Context: an optimization exercise on an open-source flow, tuned for small area, a short achievable clock period and few clock cycles. The choices shown serve that exercise and are no tape-out recipe. Function was checked by simulation only, so behaviour that the tests miss may differ from the original. Power is estimated from default activity; no workload was simulated.

==> branch onyx: inputs <==
==> flow/design.v <==
package ram_hs_pkg;
  localparam int CNT_W           = 4;
  localparam int MAX_WAIT_STATES = (1 << CNT_W) - 1;
  function automatic bit wait_states_ok(input int ws);
    wait_states_ok = (ws >= 0) && (ws <= MAX_WAIT_STATES);
  endfunction
endpackage
module ram_hs_array
#(
  parameter int WIDTH  = 8,
  parameter int ADDR_W = 8
) (
  input  logic                 clk,
  input  logic [31:0]          nlo_h,     
  input  logic [15:0]          nwrow,     
  input  logic [15:0]          wsel_h,    
  input  logic [15:0]          wsel_l,    
  input  logic [15:0]          nrow,      
  input  logic [WIDTH-1:0]     wdata_n,   
  input  logic                 wr,        
  output logic [4*WIDTH-1:0]   grp_r      
);
  localparam int DEPTH = 1 << ADDR_W;
  logic [WIDTH-1:0] mem_r [DEPTH];
  logic [WIDTH-1:0] row_s [16];
  logic [WIDTH-1:0] grp_s [4];
  for (genvar i = 0; i < DEPTH; i++) begin : g_word
    logic en, en_n;
    assign en   = !(nwrow[i / 16] || nlo_h[(i / 128) * 16 + i % 16]);
    assign en_n = !(wsel_h[i / 16] && wsel_l[i % 16]);
    always_ff @(posedge clk) begin
      mem_r[i] <= ~((wdata_n | {WIDTH{en_n}}) & (mem_r[i] | {WIDTH{en}}));
    end
  end
  always_comb begin
    for (int r = 0; r < 16; r++) begin
      row_s[r] = {WIDTH{1'b1}};
      for (int l = 0; l < 16; l++)
        row_s[r] = row_s[r] & (mem_r[r * 16 + l] | {WIDTH{nlo_h[(r / 8) * 16 + l]}});
    end
    for (int g = 0; g < 4; g++) begin
      grp_s[g] = (g == 0) ? (wdata_n | {WIDTH{!wr}}) : {WIDTH{1'b1}};
      for (int m = 0; m < 4; m++)
        grp_s[g] = grp_s[g] & (row_s[g * 4 + m] | {WIDTH{nrow[g * 4 + m]}});
    end
  end
  always_ff @(posedge clk) begin
    for (int g = 0; g < 4; g++) grp_r[g*WIDTH +: WIDTH] <= grp_s[g];
  end
endmodule
module ram_hs
#(
  parameter int WIDTH       = 8,
  parameter int ADDR_W      = 8,
  parameter int WAIT_STATES = 2
) (
  input  logic              clk,
  input  logic              reset,
  input  logic              req,
  input  logic              we,
  input  logic [ADDR_W-1:0] adr,
  input  logic [WIDTH-1:0]  writedata,
  output logic [WIDTH-1:0]  memdata,
  output logic              ready,
  output logic              busy
);
  generate
    if (!ram_hs_pkg::wait_states_ok(WAIT_STATES)) begin : g_bad_wait_states
      $error("ram_hs: WAIT_STATES must be within 0..15");
    end
    if (ADDR_W != 8) begin : g_bad_adr_w
      $error("ram_hs: the array is built for ADDR_W 8");
    end
  endgenerate
  logic              clr_r, v_r, we_r, par_r, par_s, wr_s;
  logic              v2_r, ready_r;
  logic [WIDTH-1:0]  wdata_n_r, memdata_r, rd_s;
  logic [31:0]       nlo_h_r;
  logic [15:0]       nwrow_r, wsel_h_r, wsel_l_r;
  logic [15:0]       nrow_r;
  logic [4*WIDTH-1:0] grp_r;
  assign par_s = clr_r ? 1'b0 : !par_r;
  always_ff @(posedge clk) par_r <= par_s;
  assign wr_s = req && we;
  always_ff @(posedge clk) begin
    clr_r <= reset;
    v_r   <= req && !reset;
    we_r  <= we;
    wdata_n_r <= reset ? {WIDTH{1'b1}} : (writedata ^ {WIDTH{par_s}});
  end
  always_ff @(posedge clk) begin
    for (int f = 0; f < 2; f++)
      for (int l = 0; l < 16; l++)
        nlo_h_r[f*16 + l] <= !(reset || (adr[7] == 1'(f) && adr[3:0] == 4'(l)));
    for (int h = 0; h < 16; h++) begin
      nwrow_r[h]  <= !(reset || (wr_s && adr[7:4] == 4'(h)));
      wsel_h_r[h] <= reset || (wr_s && adr[7:4] == 4'(h));
      wsel_l_r[h] <= reset || adr[3:0] == 4'(h);
    end
    for (int r = 0; r < 16; r++) nrow_r[r] <= we || adr[7:4] != 4'(r);
  end
  ram_hs_array #(
    .WIDTH  (WIDTH),
    .ADDR_W (ADDR_W)
  ) u_array (
    .clk     (clk),
    .nlo_h   (nlo_h_r),
    .nwrow   (nwrow_r),
    .wsel_h  (wsel_h_r),
    .wsel_l  (wsel_l_r),
    .nrow    (nrow_r),
    .wdata_n (wdata_n_r),
    .wr      (we_r),
    .grp_r   (grp_r)
  );
  always_ff @(posedge clk) v2_r <= v_r && !reset;
  always_comb begin
    rd_s = {WIDTH{1'b1}};
    for (int g = 0; g < 4; g++) rd_s = rd_s & grp_r[g*WIDTH +: WIDTH];
  end
  always_ff @(posedge clk) begin
    ready_r   <= v2_r && !reset;
    memdata_r <= rd_s ^ {WIDTH{!par_r}};
  end
  assign memdata = memdata_r;
  assign ready   = ready_r;
  assign busy    = 1'b0;
endmodule
==> flow/flow/run.sh <==
#!/bin/bash
# Layout: the standard flow, with timing repair asked to leave 5.4 ns of
# setup slack at the 8 ns clock (the settings list caps that margin at 5).
# make's output goes to standard.log; ORFS's own per-step logs stay under orfs/logs.
set -euo pipefail
export SETUP_SLACK_MARGIN=5.4
bash standard.sh > standard.log 2>&1
==> flow/standard.sh <==
#!/bin/bash
# synth_recipe.tcl (not shown) runs the flow's synth.tcl, then flattens the netlist and writes it again
# the make line also repeats each setting of config.mk as NAME=value (left out here)
make -C /OpenROAD-flow-scripts/flow DESIGN_CONFIG=/design/flow/config.mk WORK_HOME=/design/flow/orfs CLKGATE_MAP_FILE= SYNTH_SCRIPT=/design/flow/synth_recipe.tcl "${@:-finish}"
==> flow/config.mk <==
export PLATFORM = sky130hd
export DESIGN_NAME = ram_hs
export DESIGN_NICKNAME = ram_hs
export VERILOG_FILES = /design/flow/design.v
export SDC_FILE = /design/flow/constraint.sdc
export NUM_CORES = 4
export LEC_CHECK = 0
export CAP_MARGIN = 20
export CORE_MARGIN = 2
export CORE_UTILIZATION = 75
export CTS_CLUSTER_DIAMETER = 90
export CTS_CLUSTER_SIZE = 28
export SLEW_MARGIN = 20
==> flow/constraint.sdc <==
create_clock -name core_clock -period 8.0 [get_ports {clk}]
set_input_delay 1.6000 -clock core_clock [delete_from_list [all_inputs] [get_ports {clk}]]
set_output_delay 1.6000 -clock core_clock [all_outputs]
set_load 0.01 [all_outputs]
==> branch pepper (differences from branch onyx) <==
--- a/flow/config.mk
+++ b/flow/config.mk
@@ -7,7 +7,7 @@
 export LEC_CHECK = 0
 export CAP_MARGIN = 20
 export CORE_MARGIN = 2
-export CORE_UTILIZATION = 75
+export CORE_UTILIZATION = 55
 export CTS_CLUSTER_DIAMETER = 90
 export CTS_CLUSTER_SIZE = 28
 export SLEW_MARGIN = 20
==> run summary <==
| item | branch onyx | branch pepper |
|---|---|---|
| Run status | complete, no violations | complete, no violations |
| Number of inserted diodes | 14 | 1 |
| Met3 layer wire length in the routed design | 37.7 mm | 28.1 mm |
| Net switching power figure | 7.19 mW | 7.34 mW |
| Global routing usage on met2 | 69.3% | 59.1% |
| Crit share post-route | 35.1% | 35.1% |
| Filler cell count | 6411 | 11560 |
| Via count | 65158 | 63125 |
| Standard cell core area | 0.0950 mm^2 | 0.130 mm^2 |
| Overall track demand over capacity in global routing | 48.3% | 39.5% |
| Initial Util | 75.6% | 55.4% |
| Aggregate routed wire length | 249 mm | 275 mm |
| Design Area, Final | 0.0745 mm^2 | 0.0753 mm^2 |
| Area delta synth->final | 3.70% | 4.81% |
| Final setup slack of the worst path | 5.19 ns | 5.19 ns |
| Switching part of the total power | 29.7% | 30.1% |
| Area occupied by multi-input gates | 0.0253 mm^2 | 0.0253 mm^2 |
| Launch point of the worst path | memdata_r[6] | ready_r |
Testbench counts of branch onyx, summed over its fixed seeds: cycles 12,024.
Testbench counts of branch pepper, summed over its fixed seeds: cycles 12,024.

## port drivers added, routing unchanged
The results above use ideal ports. As a check the final layouts listed here were re-extracted and re-timed, cells and wires unchanged.
Step 1 assumes that a clkbuf_16 drives the clock port and a buf_2 every other input.
Step 2, shift: input delay + t, output delay - t, t = (earliest + latest rising clock arrival at the registers) / 2. This alone moves slack from input paths to output paths.
Three values: no drivers, after step 1, after step 2; two values: the first two.
| run | t, ns | setup slack, ns | hold WS [ns] |
|---|---|---|---|
| branch onyx | 0.795 | 5.190 / 5.109 / 4.716 | 0.456 / 0.456 / 0.456 |
| branch pepper | 0.843 | 5.191 / 5.102 / 4.715 | 0.461 / 0.461 / 0.461 |
After both steps setup and hold are still met in every run listed. The setup slack of branch pepper, which loses most, moves by -0.089 ns with the drivers and by -0.476 ns with both steps.
